What follows belongs to an exercise in optimizing a design on an open flow for small area, a short achievable clock period and few clock cycles per item; a production flow would make more cautious choices.
In this exercise RTL edits were held to simulation tests only and were not proved equivalent to the original.
Power and IR drop assume default switching activity.

==> run a <==
==> flow/design.v <==
`default_nettype none
package tidq_pkg;
    localparam int DEPTH_DEF    = 16;
    localparam int ID_WIDTH_DEF = 16;
    localparam int CMD_W  = 3;
    localparam int STAT_W = 2;
    localparam int POS_W  = 4;
    localparam logic [CMD_W-1:0] CMD_PUSH_FRONT = 3'd0;
    localparam logic [CMD_W-1:0] CMD_PUSH_BACK  = 3'd1;
    localparam logic [CMD_W-1:0] CMD_POP_FRONT  = 3'd2;
    localparam logic [CMD_W-1:0] CMD_POP_BACK   = 3'd3;
    localparam logic [CMD_W-1:0] CMD_REMOVE     = 3'd4;
    localparam logic [CMD_W-1:0] CMD_FIND       = 3'd5;
    localparam logic [STAT_W-1:0] ST_OK    = 2'd0;
    localparam logic [STAT_W-1:0] ST_EMPTY = 2'd1;
    localparam logic [STAT_W-1:0] ST_FULL  = 2'd2;
    typedef enum logic [1:0] {
        S_IDLE,
        S_EXEC,
        S_SCAN,
        S_RESP
    } state_t;
    typedef enum logic [1:0] {
        CELL_HOLD,
        CELL_SHIFT_LEFT,
        CELL_SHIFT_RIGHT,
        CELL_WRITE
    } cell_op_t;
    typedef struct packed {
        cell_op_t op;
        logic     wr;
    } cell_ctl_t;
endpackage
`default_nettype wire
`default_nettype none
module thread_id_deque_with_keyed_removal (
    input  wire logic        clk,
    input  wire logic        rst_n,
    input  wire logic        cmd_valid,
    output logic             cmd_ready,
    input  wire logic [2:0]  cmd,
    input  wire logic [15:0] thread_id,
    output logic             rsp_valid,
    input  wire logic        rsp_ready,
    output logic      [1:0]  status,
    output logic      [15:0] result_id,
    output logic      [3:0]  position,
    output logic      [4:0]  entry_count
);
    localparam int N = 16;
    localparam int W = 16;
    logic          rdy_reg;
    logic          x_v;
    logic [2:0]    x_cmd;
    logic [W-1:0]  x_key;
    logic [N-1:0]  e;           
    logic          f_pf, f_pfnf, f_pb, f_of, f_ob, f_rm, f_fd;
    logic [W-1:0]  st [N];
    logic [4:0]    count;
    logic [N-1:0]  vld;
    logic          o_v, s_v;
    logic [26:0]   o_word, s_word;
    logic          fire, accept;
    logic          x_v_n, s_v_n, o_v_n, go_n;
    logic [2:0]    cmd_n;
    logic [N-1:0]  pb_oh, tail_oh;
    logic [N-1:0]  lm;
    logic [N-1:0]  sl, sr, sk, sh;
    logic [N-1:0]  eq_raw, e_next;
    logic          eq_w;
    logic          full, empty, found, inc, dec;
    logic [W-1:0]  tail_val;
    logic [3:0]    pos;
    logic [N-1:0]  vld_next;
    logic [4:0]    cnt_next;
    logic [1:0]    x_stat;
    logic [W-1:0]  x_id;
    logic [3:0]    x_pos;
    logic [26:0]   x_word;
    assign fire   = x_v && !s_v;
    assign accept = cmd_valid && rdy_reg;
    assign full  = vld[N-1];
    assign empty = !vld[0];
    always_comb
    begin
        for (int i = 0; i < N; i++)
        begin
            pb_oh[i]   = (i == 0) ? !vld[0] : (vld[(i + N - 1) % N] && !vld[i]);
            tail_oh[i] = (i == N - 1) ? vld[i] : (vld[i] && !vld[(i + 1) % N]);
        end
        for (int i = 0; i < N; i++)
            lm[i] = |(e & N'((32'd2 << i) - 32'd1));
    end
    assign found = lm[N-1];
    assign pos[3] = !lm[7];
    assign pos[2] = (!lm[3] && lm[7]) || !lm[11];
    assign pos[1] = (!lm[1] && lm[3]) || (!lm[5] && lm[7]) || (!lm[9] && lm[11]) || !lm[13];
    assign pos[0] = (!lm[0] && lm[1]) || (!lm[2] && lm[3]) || (!lm[4] && lm[5]) || (!lm[6] && lm[7])
                 || (!lm[8] && lm[9]) || (!lm[10] && lm[11]) || (!lm[12] && lm[13]) || !lm[14];
    always_comb
    begin
        tail_val = '0;
        for (int i = 0; i < N; i++)
            tail_val = tail_val | ({W{tail_oh[i]}} & (st[i] ^ {W{i[0]}}));
    end
    always_comb
    begin
        for (int i = 0; i < N; i++)
        begin
            sl[i] = f_of || (f_rm && lm[i]);
            sr[i] = f_pfnf && (i != 0);
            sk[i] = (f_pfnf && (i == 0)) || (f_pb && pb_oh[i]);
            sh[i] = !(sl[i] || sr[i] || sk[i]);
        end
    end
    for (genvar i = 0; i < N; i++)
    begin : g_eq
        assign eq_raw[i] = (st[i] ^ {W{i % 2 == 1}}) == thread_id;
    end
    assign eq_w = x_key == thread_id;
    always_comb
    begin
        for (int i = 0; i < N; i++)
        begin
            logic k0, kl, kr;
            k0 = sh[i] && vld[i] && !(f_ob && tail_oh[i]);
            kr = sr[i] && vld[(i + N - 1) % N];
            kl = sl[i] && (i != N - 1) && vld[(i + 1) % N];
            e_next[i] = (sk[i] && eq_w)
                     || (kr && eq_raw[(i + N - 1) % N])
                     || (kl && eq_raw[(i + 1) % N])
                     || (k0 && eq_raw[i]);
        end
    end
    assign inc = f_pfnf || (f_pb && !full);
    assign dec = ((f_of || f_ob) && !empty) || (f_rm && found);
    always_comb
    begin
        logic [4:0] cnt_up, cnt_dn;
        cnt_up = count + 5'd1;
        cnt_dn = count - 5'd1;
        for (int i = 0; i < N; i++)
        begin
            if (inc)
                vld_next[i] = (i == 0) ? 1'b1 : vld[(i + N - 1) % N];
            else if (dec)
                vld_next[i] = (i == N - 1) ? 1'b0 : vld[(i + 1) % N];
            else
                vld_next[i] = vld[i];
        end
        cnt_next = inc ? cnt_up : dec ? cnt_dn : count;
    end
    always_comb
    begin
        x_stat[1] = (f_pf || f_pb) && full;
        x_stat[0] = ((f_of || f_ob) && empty) || ((f_rm || f_fd) && !found);
        x_id      = ({W{f_of && !empty}} & st[0])
                  | ({W{f_ob && !empty}} & tail_val)
                  | ({W{(f_rm || f_fd) && found}} & x_key);
        x_pos     = {4{(f_rm || f_fd) && found}} & pos;
        x_word    = {x_stat, x_id, x_pos, cnt_next};
    end
    for (genvar i = 0; i < N; i++)
    begin : g_slot
        logic [W-1:0] r_in, l_in, k_in;
        if (i == N - 1)
        begin : g_last
            assign r_in = '0;
        end
        else
        begin : g_mid_r
            assign r_in = st[i+1];
        end
        if (i == 0)
        begin : g_first
            assign l_in = '0;
        end
        else
        begin : g_mid_l
            assign l_in = st[i-1];
        end
        assign k_in = (i % 2 == 0) ? ~x_key : x_key;
        always_ff @(posedge clk)
        begin
            if (!sh[i])
                st[i] <= ~(({W{sl[i]}} & r_in) | ({W{sr[i]}} & l_in) | ({W{sk[i]}} & k_in));
        end
    end
    always_comb
    begin
        x_v_n = accept || (x_v && !fire);
        o_v_n = o_v;
        s_v_n = s_v;
        if (o_v && rsp_ready)
        begin
            o_v_n = s_v;
            s_v_n = 1'b0;
        end
        if (fire)
        begin
            if (o_v_n) s_v_n = 1'b1;
            else       o_v_n = 1'b1;
        end
        go_n  = x_v_n && !s_v_n;
        cmd_n = accept ? cmd : x_cmd;
    end
    always_ff @(posedge clk or negedge rst_n)
    begin
        if (!rst_n)
        begin
            x_v     <= 1'b0;
            rdy_reg <= 1'b1;
            o_v     <= 1'b0;
            s_v     <= 1'b0;
            count   <= '0;
            vld     <= '0;
            f_pf    <= 1'b0;
            f_pfnf  <= 1'b0;
            f_pb    <= 1'b0;
            f_of    <= 1'b0;
            f_ob    <= 1'b0;
            f_rm    <= 1'b0;
            f_fd    <= 1'b0;
        end
        else
        begin
            x_v     <= x_v_n;
            o_v     <= o_v_n;
            s_v     <= s_v_n;
            rdy_reg <= !x_v_n || !s_v_n;
            if (fire)
            begin
                count <= cnt_next;
                vld   <= vld_next;
            end
            f_pf    <= go_n && (cmd_n == 3'd0);
            f_pfnf  <= go_n && (cmd_n == 3'd0) && !(fire ? vld_next[N-1] : vld[N-1]);
            f_pb    <= go_n && (cmd_n == 3'd1);
            f_of    <= go_n && (cmd_n == 3'd2);
            f_ob    <= go_n && (cmd_n == 3'd3);
            f_rm    <= go_n && (cmd_n == 3'd4);
            f_fd    <= go_n && (cmd_n == 3'd5);
        end
    end
    always_ff @(posedge clk)
    begin
        if (accept)
        begin
            x_cmd <= cmd;
            x_key <= thread_id;
            e     <= e_next;
        end
        if (!o_v || rsp_ready)
            o_word <= s_v ? s_word : x_word;
        if (fire && o_v && !rsp_ready)
            s_word <= x_word;
    end
    assign cmd_ready   = rdy_reg;
    assign rsp_valid   = o_v;
    assign status      = o_word[26:25];
    assign result_id   = o_word[24:9];
    assign position    = o_word[8:5];
    assign entry_count = o_word[4:0];
endmodule
`default_nettype wire
==> flow/run.sh <==
#!/bin/bash
# synth_recipe.tcl (not shown) runs the flow's synth.tcl, then flattens the netlist and writes it again
# the make line also repeats each setting of config.mk as NAME=value (left out here)
make -C /OpenROAD-flow-scripts/flow DESIGN_CONFIG=/design/flow/config.mk WORK_HOME=/design/flow/orfs CLKGATE_MAP_FILE= SYNTH_SCRIPT=/design/flow/synth_recipe.tcl finish
==> flow/config.mk <==
export PLATFORM = sky130hd
export DESIGN_NAME = thread_id_deque_with_keyed_removal
export DESIGN_NICKNAME = thread_id_deque_with_keyed_removal
export VERILOG_FILES = /design/flow/design.v
export SDC_FILE = /design/flow/constraint.sdc
export NUM_CORES = 4
export LEC_CHECK = 0
export CAP_MARGIN = 20
export CORE_MARGIN = 2
export CORE_UTILIZATION = 45
export SETUP_SLACK_MARGIN = 2.8
export SLEW_MARGIN = 20
export TNS_END_PERCENT = 20
==> flow/constraint.sdc <==
create_clock -name core_clock -period 5.0 [get_ports {clk}]
set_input_delay 1.0000 -clock core_clock [delete_from_list [all_inputs] [get_ports {clk}]]
set_output_delay 1.0000 -clock core_clock [all_outputs]
set_load 0.01 [all_outputs]
==> inputs of run b, as changes to run a <==
==> flow/design.v, changed modules only <==
module thread_id_deque_with_keyed_removal (
    input  wire logic        clk,
    input  wire logic        rst_n,
    input  wire logic        cmd_valid,
    output logic             cmd_ready,
    input  wire logic [2:0]  cmd,
    input  wire logic [15:0] thread_id,
    output logic             rsp_valid,
    input  wire logic        rsp_ready,
    output logic      [1:0]  status,
    output logic      [15:0] result_id,
    output logic      [3:0]  position,
    output logic      [4:0]  entry_count
);
    localparam int N = 16;
    localparam int W = 16;
    logic          x_v;
    logic [2:0]    x_cmd;
    logic [W-1:0]  x_key;
    logic [N-1:0]  e;           
    logic          f_pf, f_pfnf, f_pb, f_of, f_ob, f_rm, f_fd;
    logic [W-1:0]  st [N];
    logic [4:0]    count;
    logic [N-1:0]  vld;
    logic          o_v;
    logic [26:0]   o_word;
    logic          ofree, fire, accept;
    logic          x_v_n;
    logic          g_pf, g_pfnf, g_pb, g_of, g_ob, g_rm, g_fd;
    logic [2:0]    cmd_n;
    logic [N-1:0]  pb_oh, tail_oh;
    logic [N-1:0]  lm;
    logic [N-1:0]  sl, sr, sk, sh;
    logic [N-1:0]  eq_raw, e_next;
    logic          eq_w;
    logic          full, empty, found, inc, dec;
    logic [W-1:0]  tail_val;
    logic [3:0]    pos;
    logic [N-1:0]  vld_next;
    logic [4:0]    cnt_next;
    logic [1:0]    x_stat;
    logic [W-1:0]  x_id;
    logic [3:0]    x_pos;
    logic [26:0]   x_word;
    assign ofree     = !o_v || rsp_ready;
    assign fire      = x_v && ofree;
    assign cmd_ready = !x_v || ofree;
    assign accept    = cmd_valid && cmd_ready;
    assign g_pf   = f_pf && ofree;
    assign g_pfnf = f_pfnf && ofree;
    assign g_pb   = f_pb && ofree;
    assign g_of   = f_of && ofree;
    assign g_ob   = f_ob && ofree;
    assign g_rm   = f_rm && ofree;
    assign g_fd   = f_fd && ofree;
    assign full  = vld[N-1];
    assign empty = !vld[0];
    always_comb
    begin
        for (int i = 0; i < N; i++)
        begin
            pb_oh[i]   = (i == 0) ? !vld[0] : (vld[(i + N - 1) % N] && !vld[i]);
            tail_oh[i] = (i == N - 1) ? vld[i] : (vld[i] && !vld[(i + 1) % N]);
        end
        for (int i = 0; i < N; i++)
            lm[i] = |(e & N'((32'd2 << i) - 32'd1));
    end
    assign found = lm[N-1];
    assign pos[3] = !lm[7];
    assign pos[2] = (!lm[3] && lm[7]) || !lm[11];
    assign pos[1] = (!lm[1] && lm[3]) || (!lm[5] && lm[7]) || (!lm[9] && lm[11]) || !lm[13];
    assign pos[0] = (!lm[0] && lm[1]) || (!lm[2] && lm[3]) || (!lm[4] && lm[5]) || (!lm[6] && lm[7])
                 || (!lm[8] && lm[9]) || (!lm[10] && lm[11]) || (!lm[12] && lm[13]) || !lm[14];
    always_comb
    begin
        tail_val = '0;
        for (int i = 0; i < N; i++)
            tail_val = tail_val | ({W{tail_oh[i]}} & (st[i] ^ {W{i[0]}}));
    end
    always_comb
    begin
        for (int i = 0; i < N; i++)
        begin
            sl[i] = g_of || (g_rm && lm[i]);
            sr[i] = g_pfnf && (i != 0);
            sk[i] = (g_pfnf && (i == 0)) || (g_pb && pb_oh[i]);
            sh[i] = !(sl[i] || sr[i] || sk[i]);
        end
    end
    for (genvar i = 0; i < N; i++)
    begin : g_eq
        assign eq_raw[i] = (st[i] ^ {W{i % 2 == 1}}) == thread_id;
    end
    assign eq_w = x_key == thread_id;
    always_comb
    begin
        for (int i = 0; i < N; i++)
        begin
            logic k0, kl, kr;
            k0 = sh[i] && vld[i] && !(g_ob && tail_oh[i]);
            kr = sr[i] && vld[(i + N - 1) % N];
            kl = sl[i] && (i != N - 1) && vld[(i + 1) % N];
            e_next[i] = (sk[i] && eq_w)
                     || (kr && eq_raw[(i + N - 1) % N])
                     || (kl && eq_raw[(i + 1) % N])
                     || (k0 && eq_raw[i]);
        end
    end
    assign inc = g_pfnf || (g_pb && !full);
    assign dec = ((g_of || g_ob) && !empty) || (g_rm && found);
    always_comb
    begin
        logic [4:0] cnt_up, cnt_dn;
        cnt_up = count + 5'd1;
        cnt_dn = count - 5'd1;
        for (int i = 0; i < N; i++)
        begin
            if (inc)
                vld_next[i] = (i == 0) ? 1'b1 : vld[(i + N - 1) % N];
            else if (dec)
                vld_next[i] = (i == N - 1) ? 1'b0 : vld[(i + 1) % N];
            else
                vld_next[i] = vld[i];
        end
        cnt_next = inc ? cnt_up : dec ? cnt_dn : count;
    end
    always_comb
    begin
        x_stat[1] = (g_pf || g_pb) && full;
        x_stat[0] = ((g_of || g_ob) && empty) || ((g_rm || g_fd) && !found);
        x_id      = ({W{g_of && !empty}} & st[0])
                  | ({W{g_ob && !empty}} & tail_val)
                  | ({W{(g_rm || g_fd) && found}} & x_key);
        x_pos     = {4{(g_rm || g_fd) && found}} & pos;
        x_word    = {x_stat, x_id, x_pos, cnt_next};
    end
    for (genvar i = 0; i < N; i++)
    begin : g_slot
        logic [W-1:0] r_in, l_in, k_in;
        if (i == N - 1)
        begin : g_last
            assign r_in = '0;
        end
        else
        begin : g_mid_r
            assign r_in = st[i+1];
        end
        if (i == 0)
        begin : g_first
            assign l_in = '0;
        end
        else
        begin : g_mid_l
            assign l_in = st[i-1];
        end
        assign k_in = (i % 2 == 0) ? ~x_key : x_key;
        always_ff @(posedge clk)
        begin
            if (!sh[i])
                st[i] <= ~(({W{sl[i]}} & r_in) | ({W{sr[i]}} & l_in) | ({W{sk[i]}} & k_in));
        end
    end
    always_comb
    begin
        x_v_n = accept || (x_v && !fire);
        cmd_n = accept ? cmd : x_cmd;
    end
    always_ff @(posedge clk or negedge rst_n)
    begin
        if (!rst_n)
        begin
            x_v     <= 1'b0;
            o_v     <= 1'b0;
            count   <= '0;
            vld     <= '0;
            f_pf    <= 1'b0;
            f_pfnf  <= 1'b0;
            f_pb    <= 1'b0;
            f_of    <= 1'b0;
            f_ob    <= 1'b0;
            f_rm    <= 1'b0;
            f_fd    <= 1'b0;
        end
        else
        begin
            x_v     <= x_v_n;
            o_v     <= fire || (o_v && !rsp_ready);
            if (fire)
            begin
                count <= cnt_next;
                vld   <= vld_next;
            end
            f_pf    <= x_v_n && (cmd_n == 3'd0);
            f_pfnf  <= x_v_n && (cmd_n == 3'd0) && !(fire ? vld_next[N-1] : vld[N-1]);
            f_pb    <= x_v_n && (cmd_n == 3'd1);
            f_of    <= x_v_n && (cmd_n == 3'd2);
            f_ob    <= x_v_n && (cmd_n == 3'd3);
            f_rm    <= x_v_n && (cmd_n == 3'd4);
            f_fd    <= x_v_n && (cmd_n == 3'd5);
        end
    end
    always_ff @(posedge clk)
    begin
        if (accept)
        begin
            x_cmd <= cmd;
            x_key <= thread_id;
            e     <= e_next;
        end
        if (fire)
            o_word <= x_word;
    end
    assign rsp_valid   = o_v;
    assign status      = o_word[26:25];
    assign result_id   = o_word[24:9];
    assign position    = o_word[8:5];
    assign entry_count = o_word[4:0];
endmodule
==> comparison <==
Clock power: run b is lower than run a (about 3%).
Of run b and run a, run a has the higher routed wire length (gap about 4.3%, measured against run a).
In run a the worst hold slack is worse than in run b, by 0.020 ns.
Of run b and run a, run a has the higher combinational power (gap about 60%, measured against run a).
Synthesized cell count: run a is larger than run b (about 4.4%).
Critical path depth is the same in run a and run b.
Of run b and run a, run a has the higher area after synthesis (gap 6.8%, measured against run a).
Testbench counts of run a, summed over its fixed seeds: cycles 4,816, items 4,800.
Testbench counts of run b, summed over its fixed seeds: cycles 4,816, items 4,800.

port drivers added, routing unchanged:
The results above use ideal ports. As a check the final layouts listed here were re-extracted and re-timed, cells and wires unchanged. Step 1: set_driving_cell puts a clkbuf_16 on clk and a buf_2 on each other input, an assumption about the parent block. Step 2 also shifts input and output timing later by t, the mid clock arrival at the registers, as if the neighbouring blocks saw the same clock. a / b / c = ideal ports / drivers / drivers and shift; a / b = the first two.
run	shift t [ns]	setup slack, ns	latest minus earliest clock arrival (ns)
run a	0.654	2.543 / 2.543 / 2.007	0.020 / 0.020
run b	0.633	2.520 / 2.487 / 2.005	0.027 / 0.027
After both steps every run listed still meets setup and hold. For run a, which loses most, drivers alone change the setup slack by 0.000 ns; drivers and shift together by -0.536 ns.
